What follows belongs to an exercise in optimizing a design on an open flow for small area, a short achievable clock period and few clock cycles per item; a production flow would make more cautious choices.
The RTL was checked by simulation tests, not by an equivalence proof against the original design.
Power figures rest on the tool's default switching activity, not on a simulated workload.

Setup of the baseline:
==> module gf_addsub_lanes, before the edit <==
module gf_addsub_lanes #(
    parameter int               WIDTH   = 32,
    parameter logic [WIDTH-1:0] MODULUS = 32'hec940e71,
    parameter int               LANES   = 4
) (
    input  logic                     i_clk,
    input  logic                     i_rst,
    input  logic                     i_valid,
    output logic                     o_ready,
    input  logic [1:0]               i_op,
    input  logic [LANES*WIDTH-1:0]   i_a,
    input  logic [LANES*WIDTH-1:0]   i_b,
    output logic                     o_valid,
    input  logic                     i_ready,
    output logic [LANES*WIDTH-1:0]   o_out,
    output logic [LANES-1:0]         o_err
);
    localparam int PREFIX_A = 0;
    localparam int PREFIX_B = 2;
    localparam int LOGW   = 5;   
    function automatic logic [WIDTH:0] carries(input logic [WIDTH-1:0] g,
                                               input logic [WIDTH-1:0] p,
                                               input logic             cin,
                                               input int               style);
        logic [WIDTH-1:0] gg, pp, gn, pn;
        gg    = g;
        pp    = p;
        gg[0] = g[0] | (p[0] & cin);
        if (style == 0) begin
            for (int l = 0; l < LOGW; l++) begin
                gn = gg;
                pn = pp;
                for (int i = 0; i < WIDTH; i++) begin
                    if ((i >> l) & 1) begin
                        gn[i] = gg[i] | (pp[i] & gg[((i >> l) << l) - 1]);
                        pn[i] = pp[i] & pp[((i >> l) << l) - 1];
                    end
                end
                gg = gn;
                pp = pn;
            end
        end else if (style == 1) begin
            for (int l = 0; l < LOGW; l++) begin
                for (int i = 0; i < WIDTH; i++) begin
                    if (((i + 1) % (2 << l)) == 0) begin
                        gg[i] = gg[i] | (pp[i] & gg[i - (1 << l)]);
                        pp[i] = pp[i] & pp[i - (1 << l)];
                    end
                end
            end
            for (int l = LOGW - 2; l >= 0; l--) begin
                for (int i = 0; i < WIDTH; i++) begin
                    if (((i + 1) % (2 << l)) == (1 << l) && i >= (2 << l)) begin
                        gg[i] = gg[i] | (pp[i] & gg[i - (1 << l)]);
                        pp[i] = pp[i] & pp[i - (1 << l)];
                    end
                end
            end
        end else begin
            for (int l = 0; l < LOGW; l++) begin
                gn = gg;
                pn = pp;
                for (int i = 0; i < WIDTH; i++) begin
                    if (i >= (1 << l)) begin
                        gn[i] = gg[i] | (pp[i] & gg[i - (1 << l)]);
                        pn[i] = pp[i] & pp[i - (1 << l)];
                    end
                end
                gg = gn;
                pp = pn;
            end
        end
        carries = {gg, cin};
    endfunction
    logic sub_c;
    assign sub_c = i_op[0] ^ i_op[1];
    logic [LANES-1:0][WIDTH-1:0] v_c;
    logic [LANES-1:0]            co_c;
    logic [LANES-1:0]            err_c;
    for (genvar k = 0; k < LANES; k++) begin : g_front
        logic [WIDTH-1:0] a, b, xx, yy;
        logic [WIDTH:0]   c1;
        assign a = i_a[k*WIDTH +: WIDTH];
        assign b = i_b[k*WIDTH +: WIDTH];
        assign err_c[k] = (a >= MODULUS) | ((b >= MODULUS) & ~i_op[1]);
        assign xx = a ^ {WIDTH{~(i_op[0] & ~i_op[1])}};
        assign yy = ~(b | {WIDTH{i_op[1]}});
        assign c1      = carries(xx & yy, xx ^ yy, ~(i_op[0] & i_op[1]), PREFIX_A);
        assign v_c[k]  = xx ^ yy ^ c1[WIDTH-1:0];
        assign co_c[k] = c1[WIDTH] ^ ~(i_op[0] | i_op[1]);
    end
    logic [LANES-1:0][WIDTH-1:0] v_q;
    logic [LANES-1:0]            co_q;
    logic                        sub_q;
    assign o_ready = ~o_valid | i_ready;
    always_ff @(posedge i_clk) begin
        if (i_rst) begin
            o_valid <= 1'b0;
        end else if (o_ready) begin
            o_valid <= i_valid;
        end
    end
    always_ff @(posedge i_clk) begin
        if (o_ready) begin
            v_q   <= v_c;
            co_q  <= co_c;
            sub_q <= sub_c;
            o_err <= err_c;
        end
    end
    for (genvar k = 0; k < LANES; k++) begin : g_back
        logic [WIDTH-1:0] v, d;
        logic [WIDTH:0]   cw;
        logic             pick;
        assign v    = v_q[k];
        assign cw   = carries(v & MODULUS, v | MODULUS, 1'b0, PREFIX_B);
        assign d    = MODULUS ^ cw[WIDTH-1:0];
        assign pick = sub_q ? ~co_q[k] : (co_q[k] | ~cw[WIDTH]);
        assign o_out[k*WIDTH +: WIDTH] = v ^ {WIDTH{~sub_q}} ^ (d & {WIDTH{pick}});
    end
endmodule
clock: 5.5 ns
lec_check: 0
cap_margin: 20
core_margin: 2
core_utilization: 40
cts_buf_list: sky130_fd_sc_hd__clkbuf_8
gpl_timing_driven: 0
setup_slack_margin: 1.2
slew_margin: 20
standard.sh (not shown) runs the stock make flow with config.mk's settings and CLKGATE_MAP_FILE= SYNTH_SCRIPT=/design/flow/synth_recipe.tcl, a recipe that flattens the netlist after the stock synthesis.
==> flow/flow/run.sh <==
#!/bin/bash
# Layout flow: the standard ORFS flow (standard.sh) with these changes:
#  - the ports get plain sky130_fd_sc_hd__buf_1 buffers instead of delay cells;
#  - if flow/abc.script exists, synthesis maps the logic with that ABC script in place
#    of ORFS's speed script (everything else in the synthesis is the standard flow's own script);
#  - settings in flow/env.sh (if any) are exported before the flow runs.
# Each tool's full output goes to the ORFS logs under orfs/logs; make's own output
# goes to flow_make.log here.
set -euo pipefail
W=$(pwd)
export BUFFER_PORTS_ARGS="-buffer_cell sky130_fd_sc_hd__buf_1"
if [[ -f flow/env.sh ]]; then source flow/env.sh; fi
SYN=$W/synth_recipe.tcl
if [[ -f flow/abc.script ]]; then
  cat > $W/flow_synth.tcl <<EOT
proc abc {args} {
  set i [lsearch -exact \$args -script]
  if {\$i >= 0} { lset args [expr {\$i + 1}] $W/flow/abc.script }
  yosys abc {*}\$args
}
source $W/synth_recipe.tcl
EOT
  SYN=$W/flow_synth.tcl
fi
sed "s#SYNTH_SCRIPT=$W/synth_recipe.tcl#SYNTH_SCRIPT=$SYN#" standard.sh > flow_standard.sh
bash flow_standard.sh > flow_make.log 2>&1
==> flow/flow/env.sh <==
export REMOVE_ABC_BUFFERS=1
The flow did not stop early for the baseline: all stages ran, and the layout cleared the timing, design-rule and antenna checks.
Testbench counts of the baseline, summed over its fixed seeds: cycles 12,008, items 12,000.
## Diff of input files: the candidate against the baseline
diff --git a/flow/design.v b/flow/design.v
--- a/flow/design.v
+++ b/flow/design.v
@@ -84,10 +84,10 @@
         assign b = i_b[k*WIDTH +: WIDTH];
         assign err_c[k] = (a >= MODULUS) | ((b >= MODULUS) & ~i_op[1]);
         assign xx = a ^ {WIDTH{~(i_op[0] & ~i_op[1])}};
-        assign yy = ~(b | {WIDTH{i_op[1]}});
-        assign c1      = carries(xx & yy, xx ^ yy, ~(i_op[0] & i_op[1]), PREFIX_A);
+        assign yy = i_op[1] ? {WIDTH{i_op[0]}} : ~b;
+        assign c1      = carries(xx & yy, xx ^ yy, 1'b1, PREFIX_A);
         assign v_c[k]  = xx ^ yy ^ c1[WIDTH-1:0];
-        assign co_c[k] = c1[WIDTH] ^ ~(i_op[0] | i_op[1]);
+        assign co_c[k] = c1[WIDTH] ^ ~sub_c;
     end
     logic [LANES-1:0][WIDTH-1:0] v_q;
     logic [LANES-1:0]            co_q;
Results
Of the two values seen for master of the slowest instance on the critical path, sky130_fd_sc_hd__o41a_4 was produced by the candidate and sky130_fd_sc_hd__edfxtp_1 by the baseline. The total length of routed met3 wires in the baseline is 0.802 times that in the candidate. The baseline: done, clean on timing, DRC and antenna. The candidate reached the end of the flow, and the finished layout is clean on the timing, design-rule and antenna checks. Compared with the baseline, in the candidate number of antenna violations at the first check in global routing saw a decrease; simple logic cell fraction of the synthesized area went down; clock network fraction of design power went down by 2.4 points; power higher; wire length the detailed router placed on met1 went up by 6.1%. On the candidate: post-route cell area is about 2.6% higher than what the baseline gave. Of the candidate and the baseline, the higher growth of design area from synthesis to finish belongs to the baseline. Between the candidate and the baseline, the largest incremental delay on the critical path does not differ in any meaningful way.
Testbench counts of the candidate, summed over its fixed seeds: cycles 12,008, items 12,000.

separate check: timing with driven ports:
The flow's constraints put no driver on any port. The routed layouts listed below were extracted and timed again, unchanged, in two steps.
Step 1, drivers: a clkbuf_16 drives i_clk and a buf_2 each remaining input, both assumed.
Step 2 also shifts input and output timing later by t, the mid clock arrival at the registers, as if the neighbouring blocks saw the same clock.
Three values: ideal, step 1, step 2; two values: the first two.
run	t, ns	setup WS [ns]	worst hold slack (ns)	cell pins on the clock port's net
the baseline	0.509	1.205 / 1.162 / 0.680	0.774 / 0.756 / 1.051	1
the candidate	0.530	1.201 / 1.157 / 0.792	0.769 / 0.749 / 1.060	1
After both steps every run listed still meets setup and hold. The setup slack of the baseline, which loses most, moves by -0.043 ns with the drivers and by -0.525 ns with both steps.
